From an optimization exercise on the open Yosys and OpenROAD flow, aimed at small area, a short achievable clock period and few clock cycles per item; shortcuts taken in it are not production practice.
Where RTL was checked, it was by simulation tests only, not by an equivalence proof against the original.

== willow ==
Design link_reconnect_backoff_controller, start of the top module:
module link_reconnect_backoff_controller (
    input  logic                          clk,
    input  logic                          rst_n,
    input  logic                          cfg_wr_en,
    input  logic [lrb_pkg::CFG_IDX_W-1:0] cfg_index,
    input  logic [lrb_pkg::MS_W-1:0]      cfg_wr_data,
    input  logic                          items_valid,
    output logic                          items_ready,
    input  logic [2:0]                    items_mode,
    input  logic [lrb_pkg::TIME_W-1:0]    items_now_ms,
    input  logic                          items_link_up,
    input  logic                          items_have_credentials,
    input  logic                          items_scan_busy,
    output logic                          results_valid,
    input  logic                          results_ready,
    output logic                          results_cmd_connect,
    output logic                          results_cmd_disconnect,
    output logic                          results_notify_up,
    output logic                          results_notify_down,
    output logic                          results_attempt_active,
    output logic [lrb_pkg::TIME_W-1:0]    results_event_epoch,
    output logic [lrb_pkg::MS_W-1:0]      results_current_backoff_ms
);
    lrb_pkg::lrb_cfg_t  cfg;
    lrb_pkg::lrb_item_t s1_item_reg;
    logic        s1_valid_reg;
    logic        out_valid_reg;
    logic        advance;
    logic        settle_zero;
    logic        rr_reg, att_reg, rp_reg, wu_reg, ntv_reg;
    logic [30:0] bo_reg;
    logic [31:0] tm_reg;
    logic [31:0] ep_reg;
    logic        rr_n, att_n, rp_n, wu_n, ntv_n;
    logic [30:0] bo_n;
    logic [31:0] tm_n;
    logic [31:0] ep_n;
    logic        conn, disc, nup, ndown;
    logic [3:0]  cmd_reg;
    lrb_cfg_regs u_cfg (
        .clk      (clk),
        .rst_n    (rst_n),
        .wr_en    (cfg_wr_en),
        .wr_index (cfg_index),
        .wr_data  (cfg_wr_data),
        .cfg      (cfg)
    );
  ...
clock: 7.5 ns
lec_check: 0
cap_margin: 20
core_margin: 2
core_utilization: 40
setup_slack_margin: 3
slew_margin: 20
standard.sh (not shown) runs the stock make flow with config.mk's settings and CLKGATE_MAP_FILE= SYNTH_SCRIPT=/design/flow/synth_recipe.tcl, a recipe that flattens the netlist after the stock synthesis.
==> flow/flow/run.sh <==
#!/bin/bash
# The standard layout, with two changes:
# - the smallest plain buffer as the port buffer (every port is still buffered; the
#   standard flow picks a delay cell, and the footprint-matched resizing keeps it);
# - no separate half/full adder extraction before ABC maps the logic (the same
#   synthesis otherwise, so the same registers with the same names and cells).
set -euo pipefail
export BUFFER_PORTS_ARGS="-buffer_cell sky130_fd_sc_hd__buf_1"
export ADDER_MAP_FILE=
bash standard.sh > standard.log 2>&1
Testbench counts of willow, summed over its fixed seeds: cycles 12,016, items 12,000.
What ember does differently from willow at the input level:
diff --git a/flow/design.v b/flow/design.v
--- a/flow/design.v
+++ b/flow/design.v
@@ -4,23 +4,23 @@
     localparam int unsigned CFG_IDX_W = 2;
     localparam logic [2:0] MODE_TICK = 3'd0;
     localparam logic [2:0] MODE_LINK_UP = 3'd1;
     localparam logic [2:0] MODE_LINK_DOWN = 3'd2;
     localparam logic [2:0] MODE_RECONNECT = 3'd3;
     localparam logic [2:0] MODE_START_FAILED = 3'd4;
     localparam logic [CFG_IDX_W-1:0] CFG_INITIAL_RETRY = 2'd0;
     localparam logic [CFG_IDX_W-1:0] CFG_MAX_RETRY = 2'd1;
     localparam logic [CFG_IDX_W-1:0] CFG_ATTEMPT_TIMEOUT = 2'd2;
     localparam logic [CFG_IDX_W-1:0] CFG_SETTLE = 2'd3;
     typedef struct packed {
-        logic [2:0]        mode;
+        logic [4:0]        mode_oh;
         logic [TIME_W-1:0] now_ms;
         logic              link_up;
         logic              have_credentials;
         logic              scan_busy;
     } lrb_item_t;
     typedef struct packed {
         logic [MS_W-1:0] initial_retry_ms;
         logic [MS_W-1:0] max_retry_ms;
         logic [MS_W-1:0] attempt_timeout_ms;
         logic [MS_W-1:0] settle_ms;
     } lrb_cfg_t;
@@ -49,23 +49,23 @@
                 lrb_pkg::CFG_INITIAL_RETRY: cfg_reg.initial_retry_ms <= wr_data;
                 lrb_pkg::CFG_MAX_RETRY: cfg_reg.max_retry_ms <= wr_data;
                 lrb_pkg::CFG_ATTEMPT_TIMEOUT: cfg_reg.attempt_timeout_ms <= wr_data;
                 lrb_pkg::CFG_SETTLE: cfg_reg.settle_ms <= wr_data;
                 default: cfg_reg <= cfg_reg;
             endcase
         end
     end
     assign cfg = cfg_reg;
 endmodule
 module lrb_step (
-    input  logic [2:0]  mode,
+    input  logic [4:0]  mode_oh,
     input  logic [31:0] now,
     input  logic        link_up,
     input  logic        have_credentials,
     input  logic        scan_busy,
     input  logic        rr,
     input  logic        att,
     input  logic        rp,
     input  logic        wu,
     input  logic        ntv,
     input  logic [30:0] bo,
     input  logic [31:0] tm,
@@ -112,27 +112,23 @@
     logic [31:0] csa_s;
     logic [31:0] csa_c;
     logic        csa_k;
     logic        timed_out;
     logic        late;
     logic [31:0] dbl;
     logic [30:0] bo_sched;
     logic        active;
     logic        t_ok, t_rr_go, t_rp, t_att, t_idle, d_s, f_s;
     logic        conn0, conn1, sched0, sched1, sched;
     logic        clr, tm_sum;
-    assign m_tick  = (mode == lrb_pkg::MODE_TICK);
-    assign m_up    = (mode == lrb_pkg::MODE_LINK_UP);
-    assign m_down  = (mode == lrb_pkg::MODE_LINK_DOWN);
-    assign m_recon = (mode == lrb_pkg::MODE_RECONNECT);
-    assign m_fail  = (mode == lrb_pkg::MODE_START_FAILED);
+    assign {m_fail, m_recon, m_down, m_up, m_tick} = mode_oh;
     assign active = att || link_up;
     assign add_a = m_fail ? tm : now;
     assign add_b = (m_tick && rr) ? (active ? cfg.settle_ms : 31'd0) : bo;
     assign sum   = add_a + {1'b0, add_b};
     assign ntm     = ~tm;
     assign c31     = carry_out({1'b0, now[30:0] & ntm[30:0]}, {1'b1, now[30:0] | ntm[30:0]}, 1'b1);
     assign no_wrap = carry_out(now & ntm, now | ntm, 1'b1);
     assign reached = !(now[31] ^ ntm[31] ^ c31);
     assign tmo_n     = ~{1'b0, cfg.attempt_timeout_ms};
     assign csa_s     = now ^ ntm ^ tmo_n;
     assign csa_c     = (now & ntm) | (now & tmo_n) | (ntm & tmo_n);
@@ -213,23 +209,23 @@
     logic [3:0]  cmd_reg;
     lrb_cfg_regs u_cfg (
         .clk      (clk),
         .rst_n    (rst_n),
         .wr_en    (cfg_wr_en),
         .wr_index (cfg_index),
         .wr_data  (cfg_wr_data),
         .cfg      (cfg)
     );
     assign settle_zero = (cfg.settle_ms == '0);
     lrb_step u_step (
-        .mode             (s1_item_reg.mode),
+        .mode_oh          (s1_item_reg.mode_oh),
         .now              (s1_item_reg.now_ms),
         .link_up          (s1_item_reg.link_up),
         .have_credentials (s1_item_reg.have_credentials),
         .scan_busy        (s1_item_reg.scan_busy),
         .rr               (rr_reg),
         .att              (att_reg),
         .rp               (rp_reg),
         .wu               (wu_reg),
         .ntv              (ntv_reg),
         .bo               (bo_reg),
         .tm               (tm_reg),
@@ -247,23 +243,27 @@
         .conn             (conn),
         .disc             (disc),
         .nup              (nup),
         .ndown            (ndown)
     );
     assign advance = s1_valid_reg && (!out_valid_reg || results_ready);
     assign items_ready = !s1_valid_reg || advance;
     always_ff @(posedge clk)
     begin
         if (items_valid && items_ready)
         begin
-            s1_item_reg.mode <= items_mode;
+            s1_item_reg.mode_oh <= {items_mode == lrb_pkg::MODE_START_FAILED,
+                                    items_mode == lrb_pkg::MODE_RECONNECT,
+                                    items_mode == lrb_pkg::MODE_LINK_DOWN,
+                                    items_mode == lrb_pkg::MODE_LINK_UP,
+                                    items_mode == lrb_pkg::MODE_TICK};
             s1_item_reg.now_ms <= items_now_ms;
             s1_item_reg.link_up <= items_link_up;
             s1_item_reg.have_credentials <= items_have_credentials;
             s1_item_reg.scan_busy <= items_scan_busy;
         end
         if (advance)
         begin
             cmd_reg <= {conn, disc, nup, ndown};
             tm_reg <= tm_n;
         end
     end
[summary]
Post-layout worst setup margin in ember is 0.26 ns above willow.
Delta (ember minus willow): via count picked up an extra about 1.6%; number of antenna violations at the first check in global routing picked up an extra 1; worst voltage drop across the vdd grid lost 0.000020 V; transition time at the pin with the least slew margin lost 0.051 ns.
Compare willow and ember | cell area after technology mapping lower: willow
The RTL of ember was laid out without a check of its function.

* * *

link_reconnect_backoff_controller, a different RTL version from the one above (not shown whole).
Size in the first run: about 1600 cells after synthesis, roughly 270 flip-flops, roughly 150 I/O pins, roughly 0.016 mm² of cells after synthesis.
==> module lrb_step, before the edit <==
module lrb_step (
    input  logic [4:0]  mode_oh,
    input  logic [31:0] now,
    input  logic        link_up,
    input  logic        have_credentials,
    input  logic        scan_busy,
    input  logic        rr,
    input  logic        tick_rr,
    input  logic        att,
    input  logic        rp,
    input  logic        wu,
    input  logic        ntv,
    input  logic [30:0] bo,
    input  logic [31:0] tm,
    input  logic [31:0] ep,
    input  lrb_pkg::lrb_cfg_t cfg,
    input  logic        settle_zero,
    output logic        rr_n,
    output logic        att_n,
    output logic        rp_n,
    output logic        wu_n,
    output logic        ntv_n,
    output logic [30:0] bo_n,
    output logic [31:0] tm_n,
    output logic [31:0] ep_n,
    output logic        conn,
    output logic        disc,
    output logic        nup,
    output logic        ndown
);
    function automatic logic carry_out(input logic [31:0] g, input logic [31:0] p, input logic cin);
        logic [31:0] gg;
        logic [31:0] pp;
        gg = g;
        pp = p;
        for (int d = 1; d < 32; d = d * 2)
        begin
            for (int i = 31; i >= d; i--)
            begin
                gg[i] = gg[i] | (pp[i] & gg[i - d]);
                pp[i] = pp[i] & pp[i - d];
            end
        end
        carry_out = gg[31] | (pp[31] & cin);
    endfunction
    logic        m_tick, m_up, m_down, m_recon, m_fail;
    logic [31:0] add_a;
    logic [30:0] add_b;
    logic [31:0] sum;
    logic [31:0] ntm;
    logic        c31;
    logic        no_wrap;
    logic        reached;
    logic [31:0] tmo_n;
    logic [31:0] csa_s;
    logic [31:0] csa_c;
    logic        csa_k;
    logic        timed_out;
    logic        late;
    logic [31:0] dbl;
    logic [30:0] bo_sched;
    logic        active;
    logic        t_ok, t_rr_go, t_rp, t_att, t_idle, d_s, f_s;
    logic        conn0, conn1, sched0, sched1, sched;
    logic        clr, tm_sum;
    logic [31:0] tm_if0, tm_if1;
    logic [30:0] bo_if0, bo_if1;
    assign {m_fail, m_recon, m_down, m_up, m_tick} = mode_oh;
    assign active = att || link_up;
    assign add_a = m_fail ? tm : now;
    assign add_b = tick_rr ? (active ? cfg.settle_ms : 31'd0) : bo;
    assign sum   = add_a + {1'b0, add_b};
    assign ntm     = ~tm;
    assign c31     = carry_out({1'b0, now[30:0] & ntm[30:0]}, {1'b1, now[30:0] | ntm[30:0]}, 1'b1);
    assign no_wrap = carry_out(now & ntm, now | ntm, 1'b1);
    assign reached = !(now[31] ^ ntm[31] ^ c31);
    assign tmo_n     = ~{1'b0, cfg.attempt_timeout_ms};
    assign csa_s     = now ^ ntm ^ tmo_n;
    assign csa_c     = (now & ntm) | (now & tmo_n) | (ntm & tmo_n);
    assign csa_k     = carry_out({csa_s[31:2] & csa_c[30:1], 2'b00},
                                 {csa_s[31:2] | csa_c[30:1], 2'b11},
                                 csa_s[1] | csa_c[0]);
    assign timed_out = (csa_c[31] && csa_k) || ((csa_c[31] ^ csa_k) && !no_wrap);
    assign dbl      = {bo, 1'b0};
    assign bo_sched = (dbl < {1'b0, cfg.max_retry_ms}) ? dbl[30:0] : cfg.max_retry_ms;
    assign t_ok    = m_tick && have_credentials && !link_up;
    assign t_rr_go = t_ok && rr && !scan_busy && (!att || settle_zero);
    assign t_rp    = t_ok && !rr && rp;
    assign t_att   = t_ok && !rr && !rp && att;
    assign t_idle  = t_ok && !rr && !rp && !att;
    assign d_s     = m_down && have_credentials && !rp;
    assign f_s     = m_fail && att;
    assign late    = t_att ? timed_out : reached;
    assign conn0  = t_rr_go || (t_idle && !ntv);
    assign conn1  = t_rr_go || (t_rp && !scan_busy) || t_idle;
    assign sched0 = f_s || (d_s && !ntv);
    assign sched1 = f_s || d_s || t_att;
    assign conn   = late ? conn1 : conn0;
    assign sched  = late ? sched1 : sched0;
    assign clr    = m_up || (m_tick && (rr || !have_credentials));
    assign tm_sum = tick_rr;
    assign rr_n  = m_recon || (rr && !m_tick);
    assign wu_n  = m_up || (wu && !m_down);
    assign ep_n  = (m_up || m_down) ? ep + 32'd1 : ep;
    assign att_n = conn || (att && !(m_up || m_down || m_fail || (m_tick && (rr || !have_credentials)) ||
                                     (t_att && timed_out)));
    assign rp_n  = (tick_rr && have_credentials && !t_rr_go) ||
                   (rp && !(m_up || (m_tick && !have_credentials) || conn));
    assign ntv_n = sched || (ntv && !clr && !conn);
    assign tm_if0 = conn0 ? now : ((sched0 || tm_sum) ? sum : tm);
    assign tm_if1 = conn1 ? now : ((sched1 || tm_sum) ? sum : tm);
    assign bo_if0 = (m_up || tick_rr) ? cfg.initial_retry_ms : (sched0 ? bo_sched : bo);
    assign bo_if1 = (m_up || tick_rr) ? cfg.initial_retry_ms : (sched1 ? bo_sched : bo);
    assign tm_n   = late ? tm_if1 : tm_if0;
    assign bo_n   = late ? bo_if1 : bo_if0;
    assign disc  = (tick_rr && active) || (t_att && timed_out);
    assign nup   = m_up && !wu;
    assign ndown = m_down && wu;
endmodule
export LEC_CHECK = 0
export CAP_MARGIN = 20
export CORE_MARGIN = 2
export CORE_UTILIZATION = 40
export SETUP_SLACK_MARGIN = 3.5
export SLEW_MARGIN = 20
export TNS_END_PERCENT = 20
create_clock -name core_clock -period 7.5 [get_ports {clk}]
Scripts as last shown in full above: flow/flow/run.sh
Change:
--- a/flow/design.v
+++ b/flow/design.v
@@ -117,19 +117,19 @@
     logic        late;
     logic [31:0] dbl;
     logic [30:0] bo_sched;
     logic        active;
     logic        t_ok, t_rr_go, t_rp, t_att, t_idle, d_s, f_s;
     logic        conn0, conn1, sched0, sched1, sched;
-    logic        clr, tm_sum;
+    logic        clr, tm_sum, tm_now;
     logic [31:0] tm_if0, tm_if1;
     logic [30:0] bo_if0, bo_if1;
     assign {m_fail, m_recon, m_down, m_up, m_tick} = mode_oh;
     assign active = att || link_up;
     assign add_a = m_fail ? tm : now;
-    assign add_b = tick_rr ? (active ? cfg.settle_ms : 31'd0) : bo;
+    assign add_b = tick_rr ? cfg.settle_ms : bo;
     assign sum   = add_a + {1'b0, add_b};
     assign ntm     = ~tm;
     assign c31     = carry_out({1'b0, now[30:0] & ntm[30:0]}, {1'b1, now[30:0] | ntm[30:0]}, 1'b1);
     assign no_wrap = carry_out(now & ntm, now | ntm, 1'b1);
     assign reached = !(now[31] ^ ntm[31] ^ c31);
     assign tmo_n     = ~{1'b0, cfg.attempt_timeout_ms};
@@ -162,14 +162,15 @@
     assign ep_n  = (m_up || m_down) ? ep + 32'd1 : ep;
     assign att_n = conn || (att && !(m_up || m_down || m_fail || (m_tick && (rr || !have_credentials)) ||
                                      (t_att && timed_out)));
     assign rp_n  = (tick_rr && have_credentials && !t_rr_go) ||
                    (rp && !(m_up || (m_tick && !have_credentials) || conn));
     assign ntv_n = sched || (ntv && !clr && !conn);
-    assign tm_if0 = conn0 ? now : ((sched0 || tm_sum) ? sum : tm);
-    assign tm_if1 = conn1 ? now : ((sched1 || tm_sum) ? sum : tm);
+    assign tm_now = tick_rr && !active;
+    assign tm_if0 = (conn0 || tm_now) ? now : ((sched0 || tm_sum) ? sum : tm);
+    assign tm_if1 = (conn1 || tm_now) ? now : ((sched1 || tm_sum) ? sum : tm);
     assign bo_if0 = (m_up || tick_rr) ? cfg.initial_retry_ms : (sched0 ? bo_sched : bo);
     assign bo_if1 = (m_up || tick_rr) ? cfg.initial_retry_ms : (sched1 ? bo_sched : bo);
     assign tm_n   = late ? tm_if1 : tm_if0;
     assign bo_n   = late ? bo_if1 : bo_if0;
     assign disc  = (tick_rr && active) || (t_att && timed_out);
     assign nup   = m_up && !wu;
Outcome: Count of clock-buffer cells in the layout came out higher by 5; global-route usage stays flat; worst hold slack loses 23 ps; sequential share of layout area came out higher by 0.24 points; setup slack loses 120 ps; area after synthesis came out lower by 1.1%; wire length came out lower by 3.4%; first-iteration DRC count came out lower by 7.3%; core utilization came out higher by 0.57 points; via count came out lower by 2.7%.
No run of this note included a check of the RTL's function; only the layout flow was run.

[separate check: timing with driven ports]
The flow's constraints put no driver on any port. The routed layouts listed below were extracted and timed again, unchanged, in two steps. Step 1, drivers: a clkbuf_16 drives clk and a buf_2 each remaining input, both assumed. Step 2 moves the port delays by t, midway between the first and last clock arrival at a register: inputs arrive t later, outputs are due t later. That takes back most of the time a late clock gives input paths. Slacks: ideal / step 1 / step 2; pairs: ideal / step 1.
run | t, ns | slack for setup (ns) | latest minus earliest clock arrival (ns)
willow | 0.615 | 2.854 / 2.854 / 2.701 | 0.011 / 0.011
ember | 0.596 | 3.116 / 3.116 / 2.698 | 0.020 / 0.020
the first run of note 2 | 0.637 | 3.477 / 3.477 / 3.082 | 0.017 / 0.017
the second run of note 2 | 0.598 | 3.357 / 3.357 / 3.071 | 0.026 / 0.026
After both steps every run listed still meets setup and hold. The setup slack of ember, which loses most, moves by 0.000 ns with the drivers and by -0.418 ns with both steps.
